Background: an optimization exercise with open tools, aiming at small area. Do not read the settings as production practice.
Only simulation tests tie the RTL to the original design; equivalence was not proved.
No activity file was given, so power comes from the tool's default toggle rates.

<file path="design/flow/run.sh">
#!/bin/bash
# synth_recipe.tcl (not shown) runs the flow's synth.tcl, then flattens the netlist and writes it again
# the make line also repeats each setting of config.mk as NAME=value (left out here)
make -C /OpenROAD-flow-scripts/flow DESIGN_CONFIG=/design/flow/config.mk WORK_HOME=/design/flow/orfs CLKGATE_MAP_FILE= SYNTH_SCRIPT=/design/flow/synth_recipe.tcl finish
</file>
<file path="design/flow/config.mk">
export PLATFORM = sky130hd
export DESIGN_NAME = eth_ipv4_tcp_header_parser
export DESIGN_NICKNAME = eth_ipv4_tcp_header_parser
export VERILOG_FILES = /design/flow/design.v
export SDC_FILE = /design/flow/constraint.sdc
export NUM_CORES = 4
export LEC_CHECK = 0
export CAP_MARGIN = 20
export CORE_MARGIN = 2
export CORE_UTILIZATION = 40
export SLEW_MARGIN = 20
</file>
<file path="design/flow/constraint.sdc">
create_clock -name core_clock -period 5.5 [get_ports {i_clk}]
set_input_delay 1.1000 -clock core_clock [delete_from_list [all_inputs] [get_ports {i_clk}]]
set_output_delay 1.1000 -clock core_clock [all_outputs]
set_load 0.01 [all_outputs]
</file>
<file path="design/flow/design.v">
package ethp_pkg;
    localparam int IN_TDATA_W  = 8;
    localparam int OUT_TDATA_W = 248;
    localparam int OUT_TUSER_W = 2;
    localparam logic [1:0] ST_OK  = 2'd0;
    localparam logic [1:0] ST_ETH = 2'd1;
    localparam logic [1:0] ST_IP  = 2'd2;
    localparam logic [1:0] ST_TCP = 2'd3;
    localparam logic [15:0] POS_SRC_MAC  = 16'd6;
    localparam logic [15:0] POS_ETYPE    = 16'd12;
    localparam logic [15:0] POS_VER_IHL  = 16'd14;
    localparam logic [15:0] POS_PROTO    = 16'd23;
    localparam logic [15:0] POS_SRC_IP   = 16'd26;
    localparam logic [15:0] POS_DST_IP   = 16'd30;
    localparam logic [15:0] POS_IP_END   = 16'd34;
    localparam logic [7:0]  ETH_LEN      = 8'd14;
    localparam logic [15:0] IP_MIN_END   = 16'd34;
    localparam logic [15:0] TCP_MIN      = 16'd20;
    localparam logic [3:0]  HDR_MIN_WORDS = 4'd5;
    localparam logic [15:0] ETYPE_IPV4   = 16'h0800;
    localparam logic [3:0]  IP_VERSION4  = 4'd4;
    localparam logic [7:0]  PROTO_TCP    = 8'd6;
    localparam logic [7:0] TCP_DPORT    = 8'd2;
    localparam logic [7:0] TCP_DOFF     = 8'd12;
    localparam logic [7:0] TCP_FLAGS    = 8'd13;
    typedef struct packed {
        logic [15:0] len;
        logic [47:0] dst_mac;
        logic [47:0] src_mac;
        logic [15:0] ether_type;
        logic [7:0]  ver_ihl;
        logic [7:0]  protocol;
        logic [31:0] src_ip;
        logic [31:0] dst_ip;
        logic [15:0] tcp_sport;
        logic [15:0] tcp_dport;
        logic [3:0]  data_off;
        logic [3:0]  flags;
    } t_frame;
endpackage
import ethp_pkg::*;
module ethp_front #(
    parameter int MAX_FRAME_BYTES = 65535
) (
    input  logic            i_clk,
    input  logic            i_rst_n,
    input  logic            i_accept,
    input  logic [7:0]      i_byte,
    input  logic            i_last,
    output logic            o_push,
    output ethp_pkg::t_frame o_frame
);
    ethp_pkg::t_frame r_rec;
    ethp_pkg::t_frame n_rec;
    logic [15:0] idx;
    logic [3:0]  ihl;
    logic [7:0]  tcp_base;
    logic [15:0] tcp_rel;
    assign idx      = r_rec.len;
    assign ihl      = r_rec.ver_ihl[3:0];
    assign tcp_base = ETH_LEN + {2'b00, ihl, 2'b00};
    assign tcp_rel  = idx - {8'd0, tcp_base};
    always_comb begin
        n_rec = r_rec;
        if (idx < POS_SRC_MAC) begin
            n_rec.dst_mac = {r_rec.dst_mac[39:0], i_byte};
        end else if (idx < POS_ETYPE) begin
            n_rec.src_mac = {r_rec.src_mac[39:0], i_byte};
        end else if (idx < POS_VER_IHL) begin
            n_rec.ether_type = {r_rec.ether_type[7:0], i_byte};
        end else if (idx == POS_VER_IHL) begin
            n_rec.ver_ihl = i_byte;
        end else if (idx == POS_PROTO) begin
            n_rec.protocol = i_byte;
        end else if (idx >= POS_SRC_IP && idx < POS_DST_IP) begin
            n_rec.src_ip = {r_rec.src_ip[23:0], i_byte};
        end else if (idx >= POS_DST_IP && idx < POS_IP_END) begin
            n_rec.dst_ip = {r_rec.dst_ip[23:0], i_byte};
        end
        if (idx > POS_VER_IHL && ihl >= HDR_MIN_WORDS && idx >= {8'd0, tcp_base}) begin
            if (tcp_rel < {8'd0, TCP_DPORT}) begin
                n_rec.tcp_sport = {r_rec.tcp_sport[7:0], i_byte};
            end else if (tcp_rel < {8'd0, TCP_DPORT} + 16'd2) begin
                n_rec.tcp_dport = {r_rec.tcp_dport[7:0], i_byte};
            end else if (tcp_rel == {8'd0, TCP_DOFF}) begin
                n_rec.data_off = i_byte[7:4];
            end else if (tcp_rel == {8'd0, TCP_FLAGS}) begin
                n_rec.flags = {i_byte[4], i_byte[2:0]};
            end
        end
        if (idx < 16'(MAX_FRAME_BYTES)) begin
            n_rec.len = idx + 16'd1;
        end
    end
    assign o_push  = i_accept && i_last;
    assign o_frame = n_rec;
    always_ff @(posedge i_clk) begin
        if (!i_rst_n) begin
            r_rec <= '0;
        end else if (i_accept) begin
            if (i_last) begin
                r_rec <= '0;
            end else begin
                r_rec <= n_rec;
            end
        end
    end
endmodule
import ethp_pkg::*;
module ethp_fifo (
    input  logic             i_clk,
    input  logic             i_rst_n,
    input  logic             i_push,
    input  ethp_pkg::t_frame i_frame,
    input  logic             i_pop,
    output logic             o_valid,
    output logic             o_full,
    output ethp_pkg::t_frame o_frame
);
    logic [247:0] r_mem [2];   
    logic        r_wr;
    logic        r_rd;
    logic [1:0]  r_cnt;
    logic        do_push;
    logic        do_pop;
    assign o_valid = (r_cnt != 2'd0);
    assign o_full  = (r_cnt == 2'd2);
    assign do_push = i_push && !o_full;
    assign do_pop  = i_pop && o_valid;
    assign o_frame = r_mem[r_rd];
    always_ff @(posedge i_clk) begin
        if (do_push) begin
            r_mem[r_wr] <= i_frame;
        end
    end
    always_ff @(posedge i_clk) begin
        if (!i_rst_n) begin
            r_wr  <= 1'b0;
            r_rd  <= 1'b0;
            r_cnt <= 2'd0;
        end else begin
            if (do_push) begin
                r_wr <= ~r_wr;
            end
            if (do_pop) begin
                r_rd <= ~r_rd;
            end
            r_cnt <= r_cnt + {1'b0, do_push} - {1'b0, do_pop};
        end
    end
endmodule
import ethp_pkg::*;
module ethp_back (
    input  logic                                i_clk,
    input  logic                                i_rst_n,
    input  logic                                i_valid,
    input  ethp_pkg::t_frame                    i_frame,
    output logic                                o_pop,
    output logic                                o_tvalid,
    input  logic                                i_tready,
    output logic [ethp_pkg::OUT_TDATA_W-1:0]    o_tdata,
    output logic [ethp_pkg::OUT_TUSER_W-1:0]    o_tuser
);
    logic                    r_valid;
    logic [OUT_TDATA_W-1:0]  r_data;
    logic [OUT_TUSER_W-1:0]  r_status;
    logic [OUT_TDATA_W-1:0]  n_data;
    logic [1:0]              n_status;
    logic [15:0] len;
    logic [3:0]  ihl;
    logic [3:0]  dof;
    logic [7:0]  ip_end;
    logic [7:0]  poff;
    logic        eth_vis;
    logic        ip_vis;
    logic        tcp_vis;
    logic [7:0]  out_poff;
    logic [15:0] out_plen;
    assign len    = i_frame.len;
    assign ihl    = i_frame.ver_ihl[3:0];
    assign dof    = i_frame.data_off;
    assign ip_end = ETH_LEN + {2'b00, ihl, 2'b00};
    assign poff   = ip_end + {2'b00, dof, 2'b00};
    always_comb begin
        eth_vis  = (len >= {8'd0, ETH_LEN});
        ip_vis   = 1'b0;
        tcp_vis  = 1'b0;
        n_status = ST_ETH;
        out_poff = 8'd0;
        out_plen = 16'd0;
        if (eth_vis && i_frame.ether_type == ETYPE_IPV4) begin
            n_status = ST_IP;
            if (len >= IP_MIN_END && i_frame.ver_ihl[7:4] == IP_VERSION4) begin
                ip_vis = 1'b1;
                if (ihl >= HDR_MIN_WORDS && {8'd0, ip_end} <= len) begin
                    n_status = ST_TCP;
                    if (i_frame.protocol == PROTO_TCP &&
                        len >= {8'd0, ip_end} + TCP_MIN) begin
                        tcp_vis = 1'b1;
                        if (dof >= HDR_MIN_WORDS && {8'd0, poff} <= len) begin
                            n_status = ST_OK;
                            out_poff = poff;
                            out_plen = len - {8'd0, poff};
                        end
                    end
                end
            end
        end
        n_data = '0;
        n_data[243:220] = {out_plen, out_poff};
        if (eth_vis) begin
            n_data[111:0] = {i_frame.ether_type, i_frame.src_mac, i_frame.dst_mac};
        end
        if (ip_vis) begin
            n_data[183:112] = {i_frame.dst_ip, i_frame.src_ip, i_frame.protocol};
        end
        if (tcp_vis) begin
            n_data[219:184] = {i_frame.flags, i_frame.tcp_dport, i_frame.tcp_sport};
        end
    end
    assign o_pop = i_valid && (!r_valid || i_tready);
    always_ff @(posedge i_clk) begin
        if (!i_rst_n) begin
            r_valid <= 1'b0;
        end else if (!r_valid || i_tready) begin
            r_valid <= i_valid;
        end
    end
    always_ff @(posedge i_clk) begin
        if (o_pop) begin
            r_data   <= n_data;
            r_status <= n_status;
        end
    end
    assign o_tvalid = r_valid;
    assign o_tdata  = r_data;
    assign o_tuser  = r_status;
endmodule
import ethp_pkg::*;
module eth_ipv4_tcp_header_parser #(
    parameter int MAX_FRAME_BYTES = 65535
) (
    input  logic         i_clk,
    input  logic         i_rst_n,
    input  logic         s_axis_tvalid,
    output logic         s_axis_tready,
    input  logic [ethp_pkg::IN_TDATA_W-1:0]  s_axis_tdata,   
    input  logic         s_axis_tlast,   
    output logic         m_axis_tvalid,
    input  logic         m_axis_tready,
    output logic [ethp_pkg::OUT_TDATA_W-1:0] m_axis_tdata,
    output logic [1:0]   m_axis_tuser    
);
    logic   accept;
    logic   push;
    logic   q_full;
    logic   q_valid;
    logic   pop;
    ethp_pkg::t_frame front_frame;
    ethp_pkg::t_frame head_frame;
    assign s_axis_tready = !q_full;
    assign accept        = s_axis_tvalid && s_axis_tready;
    ethp_front #(
        .MAX_FRAME_BYTES(MAX_FRAME_BYTES)
    ) u_front (
        .i_clk    (i_clk),
        .i_rst_n  (i_rst_n),
        .i_accept (accept),
        .i_byte   (s_axis_tdata),
        .i_last   (s_axis_tlast),
        .o_push   (push),
        .o_frame  (front_frame)
    );
    ethp_fifo u_fifo (
        .i_clk   (i_clk),
        .i_rst_n (i_rst_n),
        .i_push  (push),
        .i_frame (front_frame),
        .i_pop   (pop),
        .o_valid (q_valid),
        .o_full  (q_full),
        .o_frame (head_frame)
    );
    ethp_back u_back (
        .i_clk    (i_clk),
        .i_rst_n  (i_rst_n),
        .i_valid  (q_valid),
        .i_frame  (head_frame),
        .o_pop    (pop),
        .o_tvalid (m_axis_tvalid),
        .i_tready (m_axis_tready),
        .o_tdata  (m_axis_tdata),
        .o_tuser  (m_axis_tuser)
    );
endmodule
</file>
==> run summary <==
-- per-layer routing --
| layer | up-vias | part of all wire | track usage |
|---|---|---|---|
| li1 | 11300 | - | - |
| met1 | 12100 | 0.46 | 0.253 |
| met2 | 569 | 0.48 | 0.298 |
| met3 | 127 | 0.047 | 0.0255 |
| met4 | 0 | 0.019 | 0.0488 |
| met5 | - | 0 | 0 |
-- state kept, by name (all words and copies together), names as in the netlist, named ones only --
name / flops
u_fifo.r_mem: 496
u_front.r_rec: 248
u_back.r_data: 243
u_back.r_status: 2
u_fifo.r_cnt: 2
u_back.r_valid: 1
u_fifo.r_rd: 1
u_fifo.r_wr: 1
-- through the flow --
step	instance area, um2	hold WS, ns
3_3_place_gp	44800	0.493
5_1_grt	48300	0.545
6_report	48300	0.514
2_1_floorplan	40800	0.475
4_1_cts	48300	0.512
3_5_place_dp	44800	0.500
-- report_power, final --
part / leakage (nW) / internal [mW] / switching [mW]
clock: 1.69 / 4.06 / 2.94
sequential: 9.29 / 9.19 / 0.357
combinational: 5.56 / 1.89 / 2.38
total: 16.5 / 15.1 / 5.68
-- cells by family after synthesis --
logic type	share of synthesized area
adders and majority gates	0.0122
AOI/OAI and AO/OA	0.0652
xor gates and xnor gates	0.00808
DFF	0.671
other	0.0000920
buffers and inverters	0.0231
muxes	0.125
and+or+nand+nor	0.0959
-- synth_stat cells, types with 9 or more instances --
cell       number
mux2i_1       238
clkbuf_1      151
o311ai_0       17
xnor2_1        18
and2_1         12
nor2_1        276
xor2_1         17
edfxtp_1      741
nand2_1        30
and3_1         20
a21o_1          9
nor3_1         21
dfxtp_1       254
nor4_1         17
a21oi_1        19
buf_2          25
mux2_2        237
o211ai_1       29
o21ai_0        28
nor2b_1       218
buf_1          17
a22oi_1       200
nand3_1       108
nand4_1        11
ha_1           34
o2111ai_1      16
inv_1          23
-- tightest hold or removal path, stage by stage (launching register included) --
cell	delay, ns
dfxtp_1	0.32
nand3_1	0.07
o211ai_1	0.07
-- how the worst max path moves through the flow --
stage | endpoint
finish | u_back.r_data[231]$_SDFFCE_PN0P_
global route | u_back.r_data[231]$_SDFFCE_PN0P_
CTS | u_back.r_data[231]$_SDFFCE_PN0P_
detailed placement | u_back.r_data[231]$_SDFFCE_PN0P_
global placement | u_back.r_data[231]$_SDFFCE_PN0P_
floorplan | u_fifo.r_cnt[1]$_SDFF_PN0_
-- cell type report --
cell class	instances	area [um2]	share of cell area
Sequential cell	995	27300	0.566
Multi-Input combinational cell	1678	12600	0.261
Timing Repair Buffer	307	3120	0.0646
Clock buffer	141	2870	0.0595
Tap cell	1368	1710	0.0355
Clock inverter	57	571	0.0118
Inverter	23	86.3	0.00179
==> run_results.csv <==
group,metric,value,unit
global_routing,grt_overflow,0,
timing,min_period,4.80,ns
yosys,synth_area,40700,um2
status,status,"complete, no violations",
yosys,ys_dominant_reg_cell,"edfxtp_1",
setup_path,path_cells,"buf_4 -> mux2_2 -> ha_1 -> a21o_1 -> a21oi_1 -> xor2_1 -> ha_1 -> and2_1 -> a221o_1 -> maj3_1 -> a211oi_1 -> or4_1 -> buf_4 -> nor3_1",
clocking,cts_sinks,995,
clocking,insertion_delay,0.69,ns
layout,area_delta_synth_final,18.5,%
layout,diodes,0,
setup_path,path_buf_inv,2,
setup_path,worst-r2r-setup-slack,0.70,ns
setup_path,reg2reg_depth,14,
floorplan,core,101000,um2
setup_path,cp.required,5.89,ns
yosys,synth_top_area_share,0.546,
setup_path,critPathMaxStageDelay,0.51,ns
setup_path,cp.depth,14,
power_and_ir_drop,total_power,20.8,mW
hold_path,hp-start,"u_front.r_rec[0]$_SDFFE_PN0P_",
timing,finClkSkew,0.0477,ns
timing,fin_crit_sh,0.873,
yosys,ys_warn_count,3,
timing,hold_violations,0,
drt,drt_iter0_markers,1974,
timing,slew_headroom,0.250,
timing,setup_slack,0.700,ns
placed_design,post-place-cells,4370,
timing,max_freq,0.208,GHz
layout,final_layout_size_suffix_gt1_frac,0.149,
layout,nets,3159,
power_and_ir_drop,p_leak,16.5,nW
floorplan,dieWidth,323,um
power_and_ir_drop,vdd_drop_max,0.365,mV
drt,drt_wl_total,96.3,mm
drt,drc,0,
setup_path,critPathArrivalTime,5.19,ns
placed_design,pre_cts_slack,0.725,ns
drt,vias,24100,
yosys,ys_types,73,
timing,drv_slew,0,
timing,setup_viol,0,
setup_path,startpoint_type,"flop",
drt,dr.pass1.iters,5,
placed_design,portBuffers,259,
power_and_ir_drop,cellPowerDensity,431,nW/um2
yosys,synth-edff-count,741,
global_routing,grt_pass1_wl,146,mm
timing,tns,0,ns
layout,final_common_cell,"edfxtp_1",
setup_path,path_max_fanout,39,
drt,viasPerCell,5.28,
floorplan,die_h,323,um
placed_design,dp_hpwl,60.3,mm
floorplan,dieArea,104000,um2
global_routing,grt.total_usage,0.182,
global_routing,grt_pass1_vias,24000,
clocking,cts.clk_slew.worst_paths,0.06,ns
yosys,synthArstFlopShare,0,
layout,instances_no_fill,4569,
hold_path,whs_endpoint,"u_front.r_rec[0]$_SDFFE_PN0P_",
layout,fillers,8746,
yosys,seq_area_frac_synth,0.671,
placed_design,place_congestion,0.841,
global_routing,antenna_found_initial,2,
setup_path,crit_type,"reg -> reg",
floorplan,ios,265,
setup_path,crit_path_end_kind,"flop",
clocking,htree_levels,3,
clocking,cts_buffer_depth,3,
hold_path,hold_depth,2,
hold_path,hp-class,"reg -> reg",
drt,wl_per_cell,21.1,um
clocking,cts_tree,"built",
clocking,cts_resized,0,
yosys,synth_area_leaders,"edfxtp_1 55%, dfxtp_1 12%, mux2_2 6.5%",
floorplan,start_util,0.402,
layout,final_util,0.476,
timing,tightest_slew,1.12,ns
drt,detail-route-antenna-nets,0,
yosys,synth_seq_cells,995,
setup_path,cp_slowest_cell,"buf_4",
timing,rsz0062_at_grt,"no",
yosys,avgSynthCellArea,14.1,um2
layout,layout.cells.most_common_list,"741 x edfxtp_1, 270 x nor2_1, 258 x clkdlybuf4s50_1, 253 x dfxtp_1, 238 x mux2i_1",
clocking,numCtsBuffers,104,
clocking,hold_buffers,0,
yosys,synth_top_cell_by_area,"edfxtp_1",
run,drv_cap,0,
floorplan,rows,117,
clocking,clockRootBuffer,"clkbuf_16",
global_routing,grt_max_degree,165,
setup_path,critPathTopFamily,"compound AO/OA/AOI/OAI gates",
clocking,post_cts_buffers,0,
yosys,netlist_instances,2896,
setup_path,timing.rr.end,"u_back.r_data[231]$_SDFFCE_PN0P_",

re-timing with driven ports:
The flow's constraints put no driver on any port. The routed layout listed below was extracted and timed again, unchanged, in two steps. Step 1 sets driving cells, clkbuf_16 on the clock port and buf_2 on the other inputs (assumed; they add their load-dependent delay and slew). Step 2 also shifts input and output timing later by t, the mid clock arrival at the registers, as if the neighbouring blocks saw the same clock. Slacks: ideal / step 1 / step 2; pairs: ideal / step 1.
shift t [ns]: 0.730
slack for setup (ns): 0.700 / 0.700 / 0.700
worst register clock-pin slew, ns: 0.06 / 0.06
After both steps setup and hold are still met in this run. For this run, drivers alone change the setup slack by 0.000 ns; drivers and shift together by 0.000 ns.
